This design comes from an exercise in tuning for small area, a short achievable clock period and few clock cycles per item on the open sky130 flow, not from production work.
RTL that was checked went through simulation tests only; none was proved equivalent to the original.
Power figures rest on the tool's default switching activity, not on a simulated workload.

Design icache_top, start of the top module:
module icache_top #(
	parameter int OFFSET_W = icache_pkg::OFFSET_W,
	parameter int INDEX_W  = icache_pkg::INDEX_W,
	parameter int TAG_W    = icache_pkg::ADDR_W - INDEX_W - OFFSET_W
) (
	input  logic                  clock_i,
	input  logic                  rst_n_i,
	input  logic                  fetch_i,
	input  icache_pkg::addr_t     fetch_addr_i,
	input  logic                  flush_i,
	output logic                  instr_valid_o,
	output icache_pkg::word_t     instr_o,
	output icache_pkg::addr_t     instr_addr_o,
	output logic                  miss_o,
	output logic                  mem_req_o,
	output icache_pkg::addr_t     mem_line_addr_o,
	input  logic                  mem_rvalid_i,
	input  icache_pkg::word_t     mem_rdata_i
);
For scale: ~320 cells after synthesis, ~170 I/O pins.
==> flow/config.mk <==
export PLATFORM = sky130hd
export DESIGN_NAME = icache_top
export DESIGN_NICKNAME = icache_top
export VERILOG_FILES = /design/flow/design.v
export SDC_FILE = /design/flow/constraint.sdc
export NUM_CORES = 4
export LEC_CHECK = 0
export CAP_MARGIN = 20
export CORE_MARGIN = 2
export CORE_UTILIZATION = 60
export SETUP_SLACK_MARGIN = 1.9
export SLEW_MARGIN = 20
export SYNTH_HIERARCHICAL = 1
export SYNTH_MINIMUM_KEEP_SIZE = 0
==> flow/constraint.sdc <==
create_clock -name core_clock -period 4.0 [get_ports {clock_i}]
set_input_delay 0.8000 -clock core_clock [delete_from_list [all_inputs] [get_ports {clock_i}]]
set_output_delay 0.8000 -clock core_clock [all_outputs]
set_load 0.01 [all_outputs]
standard.sh (not shown) runs the stock make flow with config.mk's settings and CLKGATE_MAP_FILE= SYNTH_SCRIPT=/design/flow/synth_recipe.tcl, a recipe that flattens the netlist after the stock synthesis.
==> flow/flow/run.sh <==
#!/bin/bash
# own flow: the standard layout, with port buffers of a plain buffer cell,
# no adder cells in synthesis, and a strong buffer on the memory's
# word-valid input
set -o pipefail
cp standard.sh standard.sh.txt 2>/dev/null
cp config.mk config.mk.txt
export BUFFER_PORTS_ARGS="-buffer_cell sky130_fd_sc_hd__buf_1"
export ADDER_MAP_FILE=
export POST_GLOBAL_PLACE_TCL="$PWD/flow/post_gpl.tcl"
bash standard.sh > standard.log 2>&1
==> flow/flow/post_gpl.tcl <==
# The memory's word-valid input reaches two outputs through one gate each:
# give its port buffer the drive for its fanout, so that no extra buffer
# sits on those input-to-output paths.
foreach port {mem_rvalid_i} {
  set net [get_nets $port]
  foreach pin [get_pins -of_objects $net] {
    set inst [get_cells -of_objects $pin]
    set ref [get_property $inst ref_name]
    puts "post_gpl: $port drives [get_full_name $inst] ($ref)"
    if { [string match "sky130_fd_sc_hd__buf_*" $ref] } {
      replace_cell $inst sky130_fd_sc_hd__buf_8
      puts "post_gpl: [get_full_name $inst] now sky130_fd_sc_hd__buf_8"
    }
  }
}
Testbench counts at the start, summed over its fixed seeds: cycles 72,333, items 32,000.
Edit:
--- a/flow/flow/post_gpl.tcl
+++ b/flow/flow/post_gpl.tcl
@@ -4,3 +4,3 @@
 foreach port {mem_rvalid_i} {
-  set net [get_nets $port]
+  set net [get_nets -of_objects [get_ports $port]]
   foreach pin [get_pins -of_objects $net] {
This time the run did not get past 3_3_place_gp.
Area after synthesis stays the same.
Synthesized cell count stays the same.
Edit:
--- a/flow/flow/post_gpl.tcl
+++ b/flow/flow/post_gpl.tcl
@@ -4,3 +4,3 @@
 foreach port {mem_rvalid_i} {
-  set net [get_nets -of_objects [get_ports $port]]
+  set net [get_nets $port]
   foreach pin [get_pins -of_objects $net] {
- SETUP_SLACK_MARGIN: 1.9 -> 2.1
The changed run went through all stages and came out clean.
Synthesized area is unchanged.
Synthesized cell count stays the same.
Edit:
==> flow/flow/run.sh (replaced) <==
#!/bin/bash
# own flow: the standard layout, with port buffers of a plain buffer cell
set -o pipefail
cp standard.sh standard.sh.txt 2>/dev/null
cp config.mk config.mk.txt
export BUFFER_PORTS_ARGS="-buffer_cell sky130_fd_sc_hd__buf_1"
export ADDER_MAP_FILE=
bash standard.sh > standard.log 2>&1
- SETUP_SLACK_MARGIN: 2.1 -> 1.9
- TNS_END_PERCENT: default -> 10
removed: flow/flow/post_gpl.tcl
After rerunning:
- worst hold slack loses 0.0052 ns
- combinational power falls by 13%
- power falls by 3.5%
- via count falls by 2.4%
- routed wire length falls by 5.7%
Edit:
- TNS_END_PERCENT: 10 -> default
What happened: The new run finished with timing, DRC and antenna clean. Worst hold slack barely changes. Non-clock buffer count grows by 4. Worst setup slack gains 0.024 ns. Wire length climbs slightly. Global-route usage barely changes. Maximum frequency rose slightly. Flip-flop and latch count is unchanged. Via count came out higher slightly.

Another version of the RTL of icache_top (not shown whole).
Size: about 530 cells after synthesis, ~49 flip-flops, about 170 I/O pins, roughly 0.0045 mm^2 of cells after synthesis.
// icache_top
module icache_top #(
	parameter int OFFSET_W = icache_pkg::OFFSET_W,
	parameter int INDEX_W  = icache_pkg::INDEX_W,
	parameter int TAG_W    = icache_pkg::ADDR_W - INDEX_W - OFFSET_W
) (
	input  logic                  clock_i,
	input  logic                  rst_n_i,
	input  logic                  fetch_i,
	input  icache_pkg::addr_t     fetch_addr_i,
	input  logic                  flush_i,
	output logic                  instr_valid_o,
	output icache_pkg::word_t     instr_o,
	output icache_pkg::addr_t     instr_addr_o,
	output logic                  miss_o,
	output logic                  mem_req_o,
	output icache_pkg::addr_t     mem_line_addr_o,
	input  logic                  mem_rvalid_i,
	input  icache_pkg::word_t     mem_rdata_i
);
clock: 4.0 ns
lec_check: 0
cap_margin: 20
core_margin: 2
core_utilization: 60
setup_slack_margin: 1.7
slew_margin: 20
synth_hierarchical: 1
synth_minimum_keep_size: 0
==> flow/flow/run.sh <==
#!/bin/bash
# own flow: the standard layout, with port buffers of a plain buffer cell
set -o pipefail
cp standard.sh standard.sh.txt 2>/dev/null
cp config.mk config.mk.txt
export BUFFER_PORTS_ARGS="-buffer_cell sky130_fd_sc_hd__buf_1"
export ADDER_MAP_FILE=
bash standard.sh > standard.log 2>&1
The first run finished with timing, DRC and antenna clean.
Testbench counts at the start, summed over its fixed seeds: cycles 71,895, items 32,000.
Change:
Settings changed: SETUP_SLACK_MARGIN 1.7 to 1.5.
After rerunning:
- setup slack got worse by 0.22 ns
- worst hold slack is about the same
- area after synthesis is unchanged
- power fell by 1.2%
- non-clock buffer count fell by 7
- final cell count fell by 1.1%
- clock-buffer cell count stays the same
- clock power barely changes
- fmax fell by 9.2%
- core utilization fell by 0.94 points
- global-route usage rose by 0.28 points
Change:
Settings changed: SETUP_SLACK_MARGIN 1.5 to 2.3.
- final area rose by 41%
- routed wire length rose by 71%
- utilization rose by 26 points
- count of clock-buffer cells in the layout stays the same
Change:
Settings changed: SETUP_SLACK_MARGIN 2.3 to 2.1.
=>
- The changed run finished with timing, DRC and antenna clean
- cell count went down by 6.7%
- worst setup slack degrades by 0.0086 ns
- global-route usage went down by 5.2 points
- routed wire length went down by about 33%
- fmax went down by about 0.4%
- total power went down by 16%
- clock power went up by about 16%
- final area went down by 18%
- via count went down by 17%

Another version of the RTL of icache_top (not shown whole).
Size: roughly 520 cells after synthesis, roughly 77 flip-flops, about 170 I/O pins, ~0.0051 mm² of cells after synthesis.
Settings: LEC_CHECK=0, ABC_CLOCK_PERIOD_IN_PS=1000, CAP_MARGIN=20, CORE_MARGIN=2, CORE_UTILIZATION=40, SETUP_SLACK_MARGIN=2.0, SLEW_MARGIN=20; clock period 4.0 ns.
==> flow/flow/run.sh <==
#!/bin/bash
# own flow: the standard layout, with port buffers of a plain buffer cell
set -o pipefail
cp standard.sh standard.sh.txt 2>/dev/null
cp config.mk config.mk.txt
export BUFFER_PORTS_ARGS="-buffer_cell sky130_fd_sc_hd__buf_2"
export ADDER_MAP_FILE=
bash standard.sh > standard.log 2>&1
The starting point completed with no timing, DRC or antenna violations.
Rerun with:
--- a/flow/flow/run.sh
+++ b/flow/flow/run.sh
@@ -7 +6,0 @@
-export ADDER_MAP_FILE=
--- a/flow/config.mk
+++ b/flow/config.mk
@@ -12 +12 @@
-export SETUP_SLACK_MARGIN = 2.0
+export SETUP_SLACK_MARGIN = 1.0
Design area drops by a quarter to a third.
Global-route usage drops by 2.5 points.
Wire length drops by about a fifth.
Register-to-register slack got worse by 580 ps.
Worst setup slack got worse by 490 ps.
Sequential power climbs by about a fifth.
Critical path depth does not change.
Power climbs by roughly a tenth.
Rerun with:
--- a/flow/flow/run.sh
+++ b/flow/flow/run.sh
@@ -6,0 +7 @@
+export ADDER_MAP_FILE=
After rerunning: The new run finished with timing, DRC and antenna clean; global-route usage hardly moves; die area is lower by 1.1%; worst setup slack gets worse by 32 ps; hold slack gets better by 9.7 ps.
Rerun with:
--- a/flow/config.mk
+++ b/flow/config.mk
@@ -12 +12 @@
-export SETUP_SLACK_MARGIN = 1.0
+export SETUP_SLACK_MARGIN = 1.5
What happened: Setup slack is better by 370 ps; non-clock buffer count went up by 8; wire length came out higher slightly; first-iteration DRC count rose by about a fifth; count of clock-buffer cells in the layout is lower by 1; critical path depth decreases by 5; total power drops by a few percent; synthesized area stays the same.
Function was not checked in any run of this note: the RTL went through the layout flow alone.

Another version of the RTL of icache_top (not shown whole).
For scale: about 53 flip-flops, roughly 170 I/O pins.
==> flow/config.mk <==
export PLATFORM = sky130hd
export DESIGN_NAME = icache_top
export DESIGN_NICKNAME = icache_top
export VERILOG_FILES = /design/flow/design.v
export SDC_FILE = /design/flow/constraint.sdc
export NUM_CORES = 4
export LEC_CHECK = 0
export CAP_MARGIN = 20
export CORE_MARGIN = 2
export CORE_UTILIZATION = 60
export SETUP_SLACK_MARGIN = 1.7
export SLEW_MARGIN = 20
export SYNTH_HIERARCHICAL = 1
export SYNTH_MINIMUM_KEEP_SIZE = 0
==> flow/constraint.sdc <==
create_clock -name core_clock -period 4.0 [get_ports {clock_i}]
set_input_delay 0.8000 -clock core_clock [delete_from_list [all_inputs] [get_ports {clock_i}]]
set_output_delay 0.8000 -clock core_clock [all_outputs]
set_load 0.01 [all_outputs]
==> flow/flow/run.sh <==
#!/bin/bash
# own flow: the standard layout, with port buffers of a plain buffer cell
set -o pipefail
cp standard.sh standard.sh.txt 2>/dev/null
cp config.mk config.mk.txt
export BUFFER_PORTS_ARGS="-buffer_cell sky130_fd_sc_hd__buf_1"
export ADDER_MAP_FILE=
bash standard.sh > standard.log 2>&1
Testbench counts at the start, summed over its fixed seeds: cycles 71,895, items 32,000.
Edit:
Settings changed: SETUP_SLACK_MARGIN 1.7 to 1.9.
=>
- final area came out higher by 6.4%
- routed wire length came out higher by 5.6%
- final cell count came out higher by 3.3%
- power came out higher by 4.5%
- area after synthesis does not change
- flip-flop and latch count is unchanged
- core utilization came out higher by 4.4 points
Edit:
Settings changed: SETUP_SLACK_MARGIN 1.9 to 1.5.
Outcome: Worst setup slack got worse by 110 ps. Sequential cell count does not change. Clock skew is about the same. Worst hold slack is worse by 6.8 ps. Synthesized area is unchanged. Via count fell by about 6%. Non-clock buffer count went down by 36.
Edit:
Settings changed: CORE_UTILIZATION 60 to 75.
The changed run finished clean.
Synthesized area is unchanged.
Die area went down by 19%.
Combinational power is about the same.
Worst setup slack got worse by 70 ps.
Cell count shrinks by 4.3%.
Critical path depth grows by 1.
Count of clock-buffer cells in the layout grows by 1.
Routed wire length increases by 1.1%.

Setup of old:
icache_top, a different RTL version from the one above (not shown whole).
For scale: roughly 320 cells after synthesis, about 170 I/O pins, roughly 0.0032 mm2 of cells after synthesis.
==> flow/config.mk <==
export PLATFORM = sky130hd
export DESIGN_NAME = icache_top
export DESIGN_NICKNAME = icache_top
export VERILOG_FILES = /design/flow/design.v
export SDC_FILE = /design/flow/constraint.sdc
export NUM_CORES = 4
export LEC_CHECK = 0
export CAP_MARGIN = 20
export CORE_MARGIN = 2
export CORE_UTILIZATION = 60
export SETUP_SLACK_MARGIN = 2.0
export SLEW_MARGIN = 20
export SYNTH_HIERARCHICAL = 1
export SYNTH_MINIMUM_KEEP_SIZE = 0
==> flow/constraint.sdc <==
create_clock -name core_clock -period 4.0 [get_ports {clock_i}]
set_input_delay 0.8000 -clock core_clock [delete_from_list [all_inputs] [get_ports {clock_i}]]
set_output_delay 0.8000 -clock core_clock [all_outputs]
set_load 0.01 [all_outputs]
==> flow/flow/run.sh <==
#!/bin/bash
# own flow: the standard layout, with port buffers of a plain buffer cell,
# no adder cells in synthesis, and a strong buffer on the memory's
# word-valid input
set -o pipefail
cp standard.sh standard.sh.txt 2>/dev/null
cp config.mk config.mk.txt
export BUFFER_PORTS_ARGS="-buffer_cell sky130_fd_sc_hd__buf_1"
export ADDER_MAP_FILE=
export POST_GLOBAL_PLACE_TCL="$PWD/flow/post_gpl.tcl"
bash standard.sh > standard.log 2>&1
==> flow/flow/post_gpl.tcl <==
# The memory's word-valid input reaches two outputs through one gate each:
# give its port buffer the drive for its fanout, so that no extra buffer
# sits on those input-to-output paths.
foreach port {mem_rvalid_i} {
  set net [get_nets $port]
  foreach pin [get_pins -of_objects $net] {
    set inst [get_cells -of_objects $pin]
    set ref [get_property $inst ref_name]
    puts "post_gpl: $port drives [get_full_name $inst] ($ref)"
    if { [string match "sky130_fd_sc_hd__buf_*" $ref] } {
      replace_cell $inst sky130_fd_sc_hd__buf_8
      puts "post_gpl: [get_full_name $inst] now sky130_fd_sc_hd__buf_8"
    }
  }
}
Looking at the reports, old completed the entire flow and the layout it produced met the timing, design-rule and antenna checks.
Testbench counts of old, summed over its fixed seeds: cycles 72,333, items 32,000.
Setup changes, old to new
- SETUP_SLACK_MARGIN now 1.9, was 2.0
==> flow/flow/run.sh <==
#!/bin/bash
# own flow: the standard layout, with port buffers of a plain buffer cell
set -o pipefail
cp standard.sh standard.sh.txt 2>/dev/null
cp config.mk config.mk.txt
export BUFFER_PORTS_ARGS="-buffer_cell sky130_fd_sc_hd__buf_1"
export ADDER_MAP_FILE=
bash standard.sh > standard.log 2>&1
removed: flow/flow/post_gpl.tcl
Notes after the runs:
- Per the comparison of new with old, number of standard cells in the final layout excluding fillers went down 3; share of the final layout cell area in sequential cells now larger; clock power now larger.

The RTL this note starts from:
==> flow/design.v <==
package icache_pkg;
	localparam int OFFSET_W = 4;
	localparam int INDEX_W  = 4;
	localparam int ADDR_W   = 32;
	localparam int TAG_W    = ADDR_W - INDEX_W - OFFSET_W;
	typedef logic [ADDR_W-1:0]   addr_t;
	typedef logic [TAG_W-1:0]    tag_t;
	typedef logic [INDEX_W-1:0]  index_t;
	typedef logic [OFFSET_W-1:0] offset_t;
	typedef logic [31:0]         word_t;
	typedef struct packed {
		tag_t    tag;
		index_t  index;
		offset_t offset;
	} fetch_addr_t;
	typedef struct packed {
		logic valid;
		tag_t tag;
	} tag_entry_t;
	typedef enum logic [1:0] {
		REFILL_IDLE,
		REFILL_REQUEST,
		REFILL_COLLECT,
		REFILL_COMMIT
	} refill_state_t;
endpackage
module icache_lookup #(
	parameter int W = 1
) (
	input  logic         sel_i,
	input  logic [W-1:0] a_i,
	input  logic [W-1:0] b_i,
	output logic [W-1:0] y_o
);
	assign y_o = sel_i ? b_i : a_i;
endmodule
module icache_hit_check (
	input  logic [29:0] addr_i,
	input  logic [24:0] head_hi_i,
	input  logic [4:0]  end_lo_i,
	input  logic        carry_i,
	output logic        seq_o
);
	logic [24:0] b;
	logic [24:0] cr;
	logic [24:0] co;
	assign b     = {24'd0, carry_i};
	assign cr    = head_hi_i ^ b ^ addr_i[29:5];
	assign co    = (head_hi_i & b) | (head_hi_i & cr) | (b & cr);
	assign seq_o = (addr_i[4:0] == end_lo_i) && (cr == {co[23:0], 1'b0});
endmodule
module icache_top #(
	parameter int OFFSET_W = icache_pkg::OFFSET_W,
	parameter int INDEX_W  = icache_pkg::INDEX_W,
	parameter int TAG_W    = icache_pkg::ADDR_W - INDEX_W - OFFSET_W
) (
	input  logic                  clock_i,
	input  logic                  rst_n_i,
	input  logic                  fetch_i,
	input  icache_pkg::addr_t     fetch_addr_i,
	input  logic                  flush_i,
	output logic                  instr_valid_o,
	output icache_pkg::word_t     instr_o,
	output icache_pkg::addr_t     instr_addr_o,
	output logic                  miss_o,
	output logic                  mem_req_o,
	output icache_pkg::addr_t     mem_line_addr_o,
	input  logic                  mem_rvalid_i,
	input  icache_pkg::word_t     mem_rdata_i
);
	localparam int CAP = 31;
	localparam int LOW = 4;
	logic [4:0]     n_q;      
	logic           busy_q;   
	logic           lm_q;     
	logic           miss_q;
	logic           rdy_q;    
	logic           ireq_q;   
	logic           ereq_q;   
	logic [29:0]    h_q;      
	logic [1:0]     wc_q;     
	logic [LOW-1:0] ml_q;     
	logic [4:0]     el_q;     
	logic           c_q;      
	logic           seq;
	logic           nz;
	logic           acc;
	logic           start;
	logic           deliver;
	logic           endw;
	logic           req;
	logic           lost;
	logic           clr;
	logic [24:0]    pm;
	logic [29:0]    h_inc;
	logic [4:0]     n_inc;
	logic [4:0]     n_dec;
	logic           busy_d;
	logic           lm_d;
	logic [29:0]    h_d;
	logic [1:0]     wc_d;
	logic [4:0]     n_d    [2];
	logic           nz_d   [2];
	logic           rdy_d  [2];
	logic           miss_d [2];
	logic           ireq_d [2];
	logic           ereq_d [2];
	for (genvar g = 0; g < 25; g++)
	begin : g_pm
		if (g == 0)
		begin : g_lsb
			assign pm[g] = 1'b1;
		end
		else
		begin : g_bit
			assign pm[g] = &h_q[g+4:5];
		end
	end
	assign h_inc  = {h_q[29:5] ^ (pm & {25{&h_q[4:0]}}), h_q[4:0] + 5'd1};
	icache_hit_check i_seq (
		.addr_i    (fetch_addr_i[31:2]),
		.head_hi_i (h_q[29:5]),
		.end_lo_i  (el_q),
		.carry_i   (c_q),
		.seq_o     (seq)
	);
	assign n_inc = n_q + 5'd1;
	assign n_dec = n_q - 5'd1;
	assign nz      = n_q != '0;
	assign acc     = fetch_i && !miss_q && !flush_i;
	assign start   = acc && !nz;
	assign deliver = mem_rvalid_i && rdy_q;
	assign endw    = mem_rvalid_i && (wc_q == 2'd3);
	assign req     = ireq_q || (mem_rvalid_i && ereq_q);
	assign lost    = endw && lm_q && nz && !rdy_q;
	assign clr     = flush_i || lost;
	assign busy_d = req || (busy_q && !endw);
	assign lm_d   = !start && (req || (lm_q && !endw));
	assign h_d    = start ? fetch_addr_i[31:2] : (deliver ? h_inc : h_q);
	assign wc_d   = req ? 2'd0 : (mem_rvalid_i ? wc_q + 2'd1 : wc_q);
	logic n_ge2;
	logic n_ge3;
	logic n_eq30;
	logic m_d;
	logic wrap_d;
	assign n_ge2  = n_q > 5'd1;
	assign n_ge3  = n_q > 5'd2;
	assign n_eq30 = n_q == 5'(CAP - 1);
	always_comb
	begin
		if (deliver)
		begin
			m_d = 1'b1;
		end
		else if (req)
		begin
			m_d = h_q[1:0] == 2'd0;
		end
		else if (mem_rvalid_i)
		begin
			m_d = h_q[1:0] == wc_q + 2'd1;
		end
		else
		begin
			m_d = h_q[1:0] == wc_q;
		end
	end
	assign wrap_d = start ? (&fetch_addr_i[LOW+3:4])
		: (deliver ? (&h_inc[LOW+1:2]) : (&h_q[LOW+1:2]));
	logic [4:0] el_d;
	logic       c_d;
	assign el_d = start ? fetch_addr_i[6:2] + 5'd1 : (acc ? el_q + 5'd1 : el_q);
	assign c_d  = start ? (&fetch_addr_i[6:2])
		: ((acc && (&el_q)) || (c_q && !(deliver && (&h_q[4:0]))));
	for (genvar s = 0; s < 2; s++)
	begin : g_seq
		logic good;
		logic bad;
		logic gt1_d;
		assign good = acc && (!nz || (s == 1));
		assign bad  = acc && nz && (s == 0);
		always_comb
		begin
			n_d[s] = n_q;
			if (clr)
			begin
				n_d[s] = '0;
			end
			else if (good && !deliver)
			begin
				n_d[s] = n_inc;
			end
			else if (deliver && !good)
			begin
				n_d[s] = n_dec;
			end
		end
		assign nz_d[s] = !clr && (good || (deliver ? n_ge2 : nz));
		assign gt1_d   = !clr && (good ? (deliver ? n_ge2 : nz) : (deliver ? n_ge3 : n_ge2));
		assign rdy_d[s] = busy_d && lm_d && nz_d[s] && m_d;
		assign miss_d[s] = !flush_i && (miss_q ? nz_d[s]
			: (bad || lost || (!clr && good && !deliver && n_eq30)));
		assign ireq_d[s] = !busy_d && nz_d[s];
		assign ereq_d[s] = busy_d && (wc_d == 2'd3) && (lm_d
			? (rdy_d[s] && gt1_d && !wrap_d)
			: nz_d[s]);
	end
	logic [8:0] ctl_pick;
	icache_lookup #(.W(9)) i_pick_ctl (
		.sel_i (seq),
		.a_i   ({n_d[0], miss_d[0], rdy_d[0], ireq_d[0], ereq_d[0]}),
		.b_i   ({n_d[1], miss_d[1], rdy_d[1], ireq_d[1], ereq_d[1]}),
		.y_o   (ctl_pick)
	);
	assign mem_req_o       = req;
	assign mem_line_addr_o = {h_q[29:LOW+2], ml_q, 4'b0000};
	assign instr_valid_o   = deliver;
	assign instr_o         = mem_rdata_i;
	assign instr_addr_o    = {h_q, 2'b00};
	assign miss_o          = miss_q;
	always_ff @(posedge clock_i or negedge rst_n_i)
	begin
		if (!rst_n_i)
		begin
			n_q    <= '0;
			busy_q <= 1'b0;
			lm_q   <= 1'b0;
			miss_q <= 1'b0;
			rdy_q  <= 1'b0;
			ireq_q <= 1'b0;
			ereq_q <= 1'b0;
		end
		else
		begin
			{n_q, miss_q, rdy_q, ireq_q, ereq_q} <= ctl_pick;
			busy_q <= busy_d;
			lm_q   <= lm_d;
		end
	end
	always_ff @(posedge clock_i)
	begin
		h_q  <= h_d;
		wc_q <= wc_d;
		el_q <= el_d;
		c_q  <= c_d;
		ml_q <= h_d[LOW+1:2] + LOW'(lm_d);
	end
endmodule
clock: 4.0 ns
lec_check: 0
cap_margin: 20
core_margin: 2
core_utilization: 60
setup_slack_margin: 1.8
slew_margin: 20
synth_hierarchical: 1
synth_minimum_keep_size: 0
==> flow/flow/run.sh <==
#!/bin/bash
# own flow: the standard layout, with port buffers of a plain buffer cell
set -o pipefail
cp standard.sh standard.sh.txt 2>/dev/null
cp config.mk config.mk.txt
export BUFFER_PORTS_ARGS="-buffer_cell sky130_fd_sc_hd__buf_1"
export ADDER_MAP_FILE=
bash standard.sh > standard.log 2>&1
Next try:
--- a/flow/config.mk
+++ b/flow/config.mk
@@ -9,5 +9,5 @@
 export CORE_MARGIN = 2
 export CORE_UTILIZATION = 60
-export SETUP_SLACK_MARGIN = 1.8
+export SETUP_SLACK_MARGIN = 1.5
 export SLEW_MARGIN = 20
 export SYNTH_HIERARCHICAL = 1
=>
- worst setup slack improved by 0.091 ns
- count of clock-buffer cells in the layout shrinks by 1
- via count went down by 3.3%
No functional check of the RTL was part of any run of this note.

[port drivers added, routing unchanged]
How much do the figures lean on ideal ports? The routed layouts below were timed once more, with nothing changed but the port constraints. Step 1: set_driving_cell puts a clkbuf_16 on clock_i and a buf_2 on each other input, an assumption about the parent block. Step 2 also shifts input and output timing later by t, the mid clock arrival at the registers, as if the neighbouring blocks saw the same clock. Three values: ideal, step 1, step 2; two values: the first two.
run | t, ns | slack for setup (ns) | worst setup path after step 2 | worst data-port slew with drivers (ns) | pins driven straight from the clock port
the first run of note 1 | 0.324 | 1.966 / 1.938 / 1.674 | input to register | 0.07 | 1
the third run of note 1 | 0.328 | 1.985 / 1.956 / 1.775 | input to register | 0.07 | 1
the fourth run of note 1 | 0.326 | 1.930 / 1.909 / 1.688 | input to register | 0.07 | 1
the fifth run of note 1 | 0.327 | 1.954 / 1.929 / 1.694 | input to register | 0.07 | 1
the first run of note 2 | 0.332 | 1.825 / 1.795 / 1.633 | input to register | 0.07 | 1
the second run of note 2 | 0.331 | 1.605 / 1.580 / 1.336 | input to register | 0.07 | 1
the third run of note 2 | 0.342 | 1.887 / 1.858 / 1.678 | input to register | 0.07 | 1
the fourth run of note 2 | 0.337 | 1.878 / 1.849 / 1.719 | input to register | 0.07 | 1
the first run of note 3 | 0.375 | 1.678 / 1.676 / 1.301 | input to register | 0.07 | 1
the second run of note 3 | 0.380 | 1.185 / 1.173 / 0.886 | input to register | 0.07 | 1
the third run of note 3 | 0.372 | 1.154 / 1.166 / 0.794 | input to register | 0.07 | 1
the fourth run of note 3 | 0.367 | 1.525 / 1.505 / 1.226 | input to register | 0.07 | 1
the first run of note 4 | 0.348 | 1.696 / 1.696 / 1.349 | input to register | 0.07 | 1
the second run of note 4 | 0.340 | 1.724 / 1.712 / 1.372 | input to register | 0.07 | 1
the third run of note 4 | 0.331 | 1.610 / 1.615 / 1.284 | input to register | 0.08 | 1
the fourth run of note 4 | 0.329 | 1.540 / 1.543 / 1.215 | input to register | 0.07 | 1
old | 0.332 | 1.996 / 1.899 / 1.615 | input to register | 0.14 | 1
new | 0.322 | 1.965 / 1.926 / 1.618 | input to register | 0.07 | 1
the first run of note 6 | 0.336 | 1.527 / 1.512 / 1.176 | input to register | 0.07 | 1
the second run of note 6 | 0.328 | 1.618 / 1.595 / 1.293 | input to register | 0.08 | 1
After both steps setup and hold are still met in every run listed. For old, which loses most, drivers alone change the setup slack by -0.097 ns; drivers and shift together by -0.381 ns.
